From an optimization exercise on the open Yosys and OpenROAD flow, aimed at small area, a short achievable clock period and few clock cycles per item; shortcuts taken in it are not production practice. Where RTL was checked, it was by simulation tests only, not by an equivalence proof against the original. Power figures rest on the tool's default switching activity, not on a simulated workload.

## v33
==> flow/design.v (excerpt) <==
module segmented_sum_top3_tracker #(
  parameter int unsigned SUM_WIDTH = 32,
  parameter int unsigned TOP_COUNT = 3
) (
  input  logic                    clk_i,
  input  logic                    rst_ni,
  input  logic                    in_valid_i,
  output logic                    in_ready_o,
  input  logic [sst3_pkg::CharWidth-1:0]    in_char_i,
  input  logic                    in_eoi_i,
  output logic                    out_valid_o,
  input  logic                    out_ready_i,
  output logic [sst3_pkg::LargestWidth-1:0] out_largest_o,
  output logic [sst3_pkg::TopSumWidth-1:0]  out_top3_o,
  output logic                    out_closed_o
);
==> flow/config.mk <==
export PLATFORM = sky130hd
export DESIGN_NAME = segmented_sum_top3_tracker
export DESIGN_NICKNAME = segmented_sum_top3_tracker
export VERILOG_FILES = /design/flow/design.v
export SDC_FILE = /design/flow/constraint.sdc
export NUM_CORES = 4
export LEC_CHECK = 0
export ABC_CLOCK_PERIOD_IN_PS = 3000
export CAP_MARGIN = 10
export CORE_MARGIN = 8
export CORE_UTILIZATION = 40
export SLEW_MARGIN = 10
==> flow/constraint.sdc <==
create_clock -name core_clock -period 9.0 [get_ports {clk_i}]
set_input_delay 1.8000 -clock core_clock [delete_from_list [all_inputs] [get_ports {clk_i}]]
set_output_delay 1.8000 -clock core_clock [all_outputs]
set_load 0.01 [all_outputs]
standard.sh (not shown) runs the stock make flow with config.mk's settings and CLKGATE_MAP_FILE= SYNTH_SCRIPT=/design/flow/synth_recipe.tcl, a recipe that flattens the netlist after the stock synthesis.
==> flow/flow/run.sh <==
#!/bin/bash
set -euo pipefail
MARGIN=6.0
PORT_BUF=sky130_fd_sc_hd__buf_2
CTS="-sink_clustering_enable -repair_clock_nets -sink_clustering_size 30 -sink_clustering_max_diameter 80 -buf_list {sky130_fd_sc_hd__clkbuf_8 sky130_fd_sc_hd__clkbuf_16} -dont_use_dummy_load"
bash standard.sh synth > synth.log 2>&1
bash standard.sh "SETUP_SLACK_MARGIN=$MARGIN" "BUFFER_PORTS_ARGS=-buffer_cell $PORT_BUF" "CTS_ARGS=$CTS" finish > layout.log 2>&1
v33 closes out successfully: all stages finished, all timing, DRC and antenna checks passed.
Testbench counts of v33, summed over its fixed seeds: cycles 50,275, items 50,243.
Input-level comparison between v4 and v33:
- setting PLACE_DENSITY to 0.72 for the first time
- changing CAP_MARGIN from 10 to 20
- changing CORE_UTILIZATION from 40 to 60
- changing SLEW_MARGIN from 10 to 20
--- a/flow/flow/run.sh
+++ b/flow/flow/run.sh
@@ -2,3 +2,3 @@
 set -euo pipefail
-MARGIN=6.0
+MARGIN=5.7
 PORT_BUF=sky130_fd_sc_hd__buf_2
--- outcome ---
- When v4 is set beside v33, its clock-buffer cell count turns out to be 3 smaller.
- Comparing v33 and v4, non-clock buffer total of the final layout is lower on v4.
- v33 has higher clock power share than v4.
- The run showing the smaller net switching share of the total power is v4.
Input-level comparison between v20 and v4:
- CORE_UTILIZATION now 40, was 60
- PLACE_DENSITY no longer set, was 0.72
- CTS_BUF_LIST now sky130_fd_sc_hd__clkbuf_4 sky130_fd_sc_hd__clkbuf_8, previously not set
==> flow/flow/run.sh <==
#!/bin/bash
set -euo pipefail
MARGIN=${MARGIN:-5.6}
bash standard.sh synth > synth.log 2>&1
bash standard.sh SETUP_SLACK_MARGIN=$MARGIN finish > layout.log 2>&1
### Flow results
Changes observed in v20 relative to v4: initial cell density of the core has decreased; all-layer global routing usage went down. Looking at final worst slack across both flows, v20 is the weaker of the two, with v4 ahead. Taking v4 as the reference, in v20 routed length on met1 picked up an extra 1200 um, via count of the first global-routing pass went down 86. v4 -> v20: combinational power increased slightly.
### v20 -> v19
- CTS_BUF_LIST removed (was sky130_fd_sc_hd__clkbuf_4 sky130_fd_sc_hd__clkbuf_8)
- PLACE_DENSITY newly set to 0.72
- CORE_UTILIZATION changed from 40 to 60
==> flow/flow/run.sh <==
#!/bin/bash
set -euo pipefail
MARGIN=5.6
PORT_BUF=sky130_fd_sc_hd__buf_2
CTS="-sink_clustering_enable -repair_clock_nets -sink_clustering_size 30 -sink_clustering_max_diameter 80 -buf_list {sky130_fd_sc_hd__clkbuf_8 sky130_fd_sc_hd__clkbuf_16} -dont_use_dummy_load"
bash standard.sh synth > synth.log 2>&1
bash standard.sh "SETUP_SLACK_MARGIN=$MARGIN" "BUFFER_PORTS_ARGS=-buffer_cell $PORT_BUF" "CTS_ARGS=$CTS" finish > layout.log 2>&1
Results
- Relative to v20, part of the total power dissipated in the clock network has gone down in v19.
- Starting utilization of the core area in v19 is 20 points above v20.
- v19 against v20: switching power summed over all nets now sits lower, met3 layer usage reported by global route now sits lower.
- v19: met1 usage in global routing higher than v20
- Of v19 and v20, v19 shows the higher maximum frequency, with v20 below it.
- Diff v19 and v20: total number of vias lower in v19
- The final reports for v19 and v20 show largest fanout on the critical path higher in the former.
- Looking at ratio of final minimum period to clock period, v19 sits 0.41 points below v20.
Relative to v19, the following input files were edited for v48:
--- a/flow/flow/run.sh
+++ b/flow/flow/run.sh
@@ -2,3 +2,3 @@
 set -euo pipefail
-MARGIN=5.6
+MARGIN=6.0
 PORT_BUF=sky130_fd_sc_hd__buf_2
Findings:
v19 -> v48: number of buffers added by the clock tree synthesis step delta 0, exact match. Final worst hold slack of v19 is on par with v48. For the number of global-route vias before repair, v48 came in about 2.2% higher than v19 did. | worst-case setup slack after placement | v48 vs v19 | 180 ps higher |. When v48 is set beside v19, its global-route usage turns out to be 0.68 points larger.

---

The RTL this note starts from:
==> flow/design.v <==
package sst3_pkg;
  localparam int unsigned CharWidth    = 8;
  localparam int unsigned LargestWidth = 32;
  localparam int unsigned TopSumWidth  = 34;
  localparam int unsigned DigitWidth   = 4;
  localparam logic [CharWidth-1:0] CharZero    = 8'h30;
  localparam logic [CharWidth-1:0] CharNine    = 8'h39;
  localparam logic [CharWidth-1:0] CharNewline = 8'h0A;
endpackage
module sst3_add #(
  parameter int unsigned W    = 32,
  parameter int unsigned ARCH = 0,
  parameter bit          LATE = 1'b0
) (
  input  logic [W-1:0] a_i,
  input  logic [W-1:0] b_i,
  input  logic         c_i,
  output logic [W-1:0] s_o,
  output logic         c_o
);
  localparam int unsigned L = $clog2(W);
  logic [W-1:0] p, g0;
  logic [W-1:0] gg [L+1];
  logic [W-1:0] pp [L+1];
  logic [W:0]   c;
  assign p  = a_i ^ b_i;
  assign g0 = a_i & b_i;
  always_comb begin
    gg[0] = g0;
    pp[0] = p;
    if (!LATE) gg[0][0] = g0[0] | (p[0] & c_i);
    for (int l = 1; l <= L; l++) begin
      gg[l] = gg[l-1];
      pp[l] = pp[l-1];
    end
    if (ARCH == 0) begin
      for (int l = 0; l < L; l++) begin
        for (int i = 0; i < W; i++) begin
          if ((i >> l) & 1) begin
            gg[l+1][i] = gg[l][i] | (pp[l][i] & gg[l][((i >> l) << l) - 1]);
            pp[l+1][i] = pp[l][i] & pp[l][((i >> l) << l) - 1];
          end else begin
            gg[l+1][i] = gg[l][i];
            pp[l+1][i] = pp[l][i];
          end
        end
      end
    end else if (ARCH == 1) begin
      for (int l = 0; l < L; l++) begin
        for (int i = 0; i < W; i++) begin
          if (((i + 1) % (2 << l)) == 0) begin
            gg[L][i] = gg[L][i] | (pp[L][i] & gg[L][i - (1 << l)]);
            pp[L][i] = pp[L][i] & pp[L][i - (1 << l)];
          end
        end
      end
      for (int l = L - 2; l >= 0; l--) begin
        for (int i = 0; i < W; i++) begin
          if (((i + 1) % (2 << l)) == (1 << l) && i >= (2 << l)) begin
            gg[L][i] = gg[L][i] | (pp[L][i] & gg[L][i - (1 << l)]);
            pp[L][i] = pp[L][i] & pp[L][i - (1 << l)];
          end
        end
      end
    end else begin
      for (int i = 1; i < W; i++) begin
        gg[L][i] = gg[L][i] | (pp[L][i] & gg[L][i-1]);
      end
    end
  end
  always_comb begin
    c[0] = c_i;
    for (int i = 0; i < W; i++) c[i+1] = LATE ? (gg[L][i] | (pp[L][i] & c_i)) : gg[L][i];
  end
  assign s_o = p ^ c[W-1:0];
  assign c_o = c[W];
endmodule
module segmented_sum_top3_tracker #(
  parameter int unsigned SUM_WIDTH = 32,
  parameter int unsigned TOP_COUNT = 3
) (
  input  logic                    clk_i,
  input  logic                    rst_ni,
  input  logic                    in_valid_i,
  output logic                    in_ready_o,
  input  logic [sst3_pkg::CharWidth-1:0]    in_char_i,
  input  logic                    in_eoi_i,
  output logic                    out_valid_o,
  input  logic                    out_ready_i,
  output logic [sst3_pkg::LargestWidth-1:0] out_largest_o,
  output logic [sst3_pkg::TopSumWidth-1:0]  out_top3_o,
  output logic                    out_closed_o
);
  localparam int unsigned SW     = 32;
  localparam int unsigned ARCH_L = 0;
  localparam int unsigned ARCH_G = 0;
  localparam int unsigned ARCH_D = 0;
  localparam int unsigned ARCH_S = 0;
  function automatic logic gt_tree(input logic [SW-1:0] a, input logic [SW-1:0] b);
    logic [SW-1:0] g, t;
    g = a & ~b;
    t = a | ~b;
    for (int w = SW / 2; w >= 1; w = w / 2) begin
      for (int i = 0; i < w; i++) begin
        g[i] = g[2*i+1] | (t[2*i+1] & g[2*i]);
        t[i] = g[2*i+1] | (t[2*i+1] & t[2*i]);
      end
    end
    gt_tree = g[0];
  endfunction
  typedef struct packed {
    logic       eoi;
    logic       dig;
    logic       nl;
    logic [3:0] d;
  } byte_t;
  byte_t in_dec;
  assign in_dec.eoi = in_eoi_i;
  assign in_dec.dig = !in_eoi_i && (in_char_i[7:4] == 4'h3) && (!in_char_i[3] || (in_char_i[2:1] == 2'b00));
  assign in_dec.nl  = !in_eoi_i && (in_char_i == sst3_pkg::CharNewline);
  assign in_dec.d   = in_char_i[3:0];
  logic  adv;
  logic  v1, vs;
  logic  v2, c2, i2;
  logic  v3, c3, i3;
  logic  v4, c4;
  byte_t b1, bs;
  logic  acc;
  assign adv        = !v4 || out_ready_i;
  assign in_ready_o = !vs;
  assign acc        = in_valid_i && !vs;
  always_ff @(posedge clk_i or negedge rst_ni) begin
    if (!rst_ni) begin
      v1 <= 1'b0;
      vs <= 1'b0;
    end else begin
      if (adv || !v1) v1 <= vs || acc;
      vs <= !adv && (vs || (v1 && acc));
    end
  end
  always_ff @(posedge clk_i) begin
    if (adv || !v1) b1 <= vs ? bs : in_dec;
    if (!vs) bs <= in_dec;
  end
  logic [SW-1:0] line_q, group_q, group_in;
  logic          has_q, gz_q;
  logic          a1;
  logic          line_end, close_grp, ins_grp;
  logic [SW-1:0] line_ten, line_sat;
  logic          line_ovf;
  logic [4:0]    line_lo;
  logic [SW-5:0] line_hi;
  logic [SW-1:0] group_add;
  logic          group_cy;
  logic [SW-1:0] group_sat;
  assign a1        = adv && v1;
  assign line_end  = b1.nl || b1.eoi;
  assign close_grp = b1.eoi || (b1.nl && !has_q);
  assign ins_grp   = close_grp && (has_q || !gz_q);
  assign line_lo = {1'b0, line_q[0], 3'b000} + {1'b0, line_q[2:0], 1'b0} + {1'b0, b1.d};
  sst3_add #(.W(SW-4), .ARCH(ARCH_L), .LATE(1'b1)) u_line_add (
    .a_i(line_q[SW-4:1]), .b_i(line_q[SW-2:3]), .c_i(line_lo[4]), .s_o(line_hi), .c_o()
  );
  assign line_ten = {line_hi, line_lo[3:0]};
  assign line_ovf = gt_tree(line_q, 32'd429496729) || ((line_q == 32'd429496729) && (b1.d > 4'd5));
  assign line_sat = line_ovf ? '1 : line_ten;
  assign group_in = gz_q ? '0 : group_q;
  sst3_add #(.W(SW), .ARCH(ARCH_G)) u_group_add (
    .a_i(group_in), .b_i(line_q), .c_i(1'b0), .s_o(group_add), .c_o(group_cy)
  );
  assign group_sat = group_cy ? '1 : group_add;
  always_ff @(posedge clk_i or negedge rst_ni) begin
    if (!rst_ni) begin
      line_q  <= '0;
      has_q   <= 1'b0;
      gz_q    <= 1'b1;
    end else if (a1) begin
      if (b1.dig) begin
        line_q <= line_sat;
        has_q  <= 1'b1;
      end else if (line_end) begin
        line_q <= '0;
        has_q  <= 1'b0;
      end
      if (close_grp) gz_q <= 1'b1;
      else if (line_end && has_q) gz_q <= 1'b0;
    end
  end
  always_ff @(posedge clk_i) begin
    if (a1 && line_end && has_q) group_q <= group_sat;
  end
  always_ff @(posedge clk_i or negedge rst_ni) begin
    if (!rst_ni) begin
      v2 <= 1'b0;
      c2 <= 1'b0;
      i2 <= 1'b0;
      v3 <= 1'b0;
      c3 <= 1'b0;
      i3 <= 1'b0;
      v4 <= 1'b0;
    end else if (adv) begin
      v2 <= v1;
      c2 <= v1 && close_grp;
      i2 <= v1 && ins_grp;
      v3 <= v2;
      c3 <= c2;
      i3 <= i2;
      v4 <= v3;
    end
  end
  always_ff @(posedge clk_i) begin
    if (adv) c4 <= c3;
  end
  logic [SW-1:0] top0_q, top1_q, top2_q;
  logic [SW+1:0] sum_q;
  logic [SW-1:0] diff_d, diff_q;
  logic          gt0_d, gt0_q, gt1_q, gt2_q;
  sst3_add #(.W(SW), .ARCH(ARCH_D)) u_diff_add (
    .a_i(group_q), .b_i(~top0_q), .c_i(1'b0), .s_o(diff_d), .c_o(gt0_d)
  );
  always_ff @(posedge clk_i) begin
    diff_q <= diff_d;
    gt0_q  <= gt0_d;
    gt1_q  <= gt_tree(group_q, top1_q);
    gt2_q  <= gt_tree(group_q, top2_q);
  end
  logic [SW+1:0] sum_new;
  sst3_add #(.W(SW+2), .ARCH(ARCH_S)) u_sum_add (
    .a_i(sum_q), .b_i({2'b00, diff_q}), .c_i(1'b1), .s_o(sum_new), .c_o()
  );
  always_ff @(posedge clk_i or negedge rst_ni) begin
    if (!rst_ni) begin
      top0_q <= '0;
      top1_q <= '0;
      top2_q <= '0;
      sum_q  <= '0;
    end else if (adv && i3 && gt0_q) begin
      top2_q <= gt2_q ? group_q : top2_q;
      top1_q <= gt2_q ? top2_q : (gt1_q ? group_q : top1_q);
      top0_q <= gt1_q ? top1_q : group_q;
      sum_q  <= sum_new;
    end
  end
  assign out_valid_o   = v4;
  assign out_largest_o = top2_q;
  assign out_top3_o    = sum_q;
  assign out_closed_o  = c4;
endmodule
Settings: LEC_CHECK=0, ABC_CLOCK_PERIOD_IN_PS=3000, CAP_MARGIN=20, CORE_MARGIN=8, CORE_UTILIZATION=40, CTS_BUF_LIST=sky130_fd_sc_hd__clkbuf_4 sky130_fd_sc_hd__clkbuf_8, SLEW_MARGIN=20; clock period 9.0 ns.
==> flow/flow/run.sh <==
#!/bin/bash
set -euo pipefail
MARGIN=${MARGIN:-5.6}
bash standard.sh synth > synth.log 2>&1
bash standard.sh SETUP_SLACK_MARGIN=$MARGIN finish > layout.log 2>&1
The first run ran to the end with no violations.
==> next run, changes <==
==> flow/flow/run.sh (replaced) <==
#!/bin/bash
set -euo pipefail
MARGIN=${MARGIN:-6.0}
bash standard.sh synth > synth.log 2>&1
bash standard.sh SETUP_SLACK_MARGIN=$MARGIN finish > layout.log 2>&1
=> Setup slack is better by 0.067 ns. Design area grows by 5.9%. Combinational power goes up by 15%. First-iteration DRC count is higher by 10%.
==> next run, changes <==
==> flow/flow/run.sh (replaced) <==
#!/bin/bash
set -euo pipefail
MARGIN=${MARGIN:-6.5}
bash standard.sh synth > synth.log 2>&1
bash standard.sh SETUP_SLACK_MARGIN=$MARGIN finish > layout.log 2>&1
The new run went through all stages and came out clean. Worst hold slack hardly moves. Non-clock buffer count is higher by 79. Die area stays the same. Setup slack gets worse by 0.049 ns. Final area is higher by about 10%.
No functional check of the RTL was part of any run of this note.

-- separate check: timing with driven ports --
The results above use ideal ports. As a check the final layouts listed here were re-extracted and re-timed, cells and wires unchanged. Step 1, drivers: a clkbuf_16 drives clk_i and a buf_2 each remaining input, both assumed. Step 2, shift: input delay + t, output delay - t, t = (earliest + latest rising clock arrival at the registers) / 2. This alone moves slack from input paths to output paths. Three values: ideal ports, drivers, drivers and shift; two values: the first two.
run	shift t [ns]	slack for setup (ns)	worst hold slack (ns)	worst setup path at the end	cell pins on the clock port's net
v33	0.547	5.734 / 5.734 / 5.577	0.456 / 0.456 / 0.456	input to register	1
v4	0.536	5.650 / 5.650 / 5.325	0.463 / 0.463 / 0.463	input to register	1
v20	0.613	5.634 / 5.580 / 5.149	0.449 / 0.449 / 0.449	input to register	1
v19	0.532	5.671 / 5.671 / 5.290	0.463 / 0.463 / 0.463	input to register	1
v48	0.536	5.750 / 5.750 / 5.517	0.461 / 0.461 / 0.461	input to register	1
the first run of note 2	0.613	5.634 / 5.580 / 5.149	0.449 / 0.449 / 0.449	input to register	1
the second run of note 2	0.635	5.701 / 5.701 / 5.381	0.453 / 0.453 / 0.453	input to register	1
the third run of note 2	0.653	5.652 / 5.652 / 5.652	0.455 / 0.455 / 0.455	register to register	1
After both steps setup and hold are still met in every run listed.
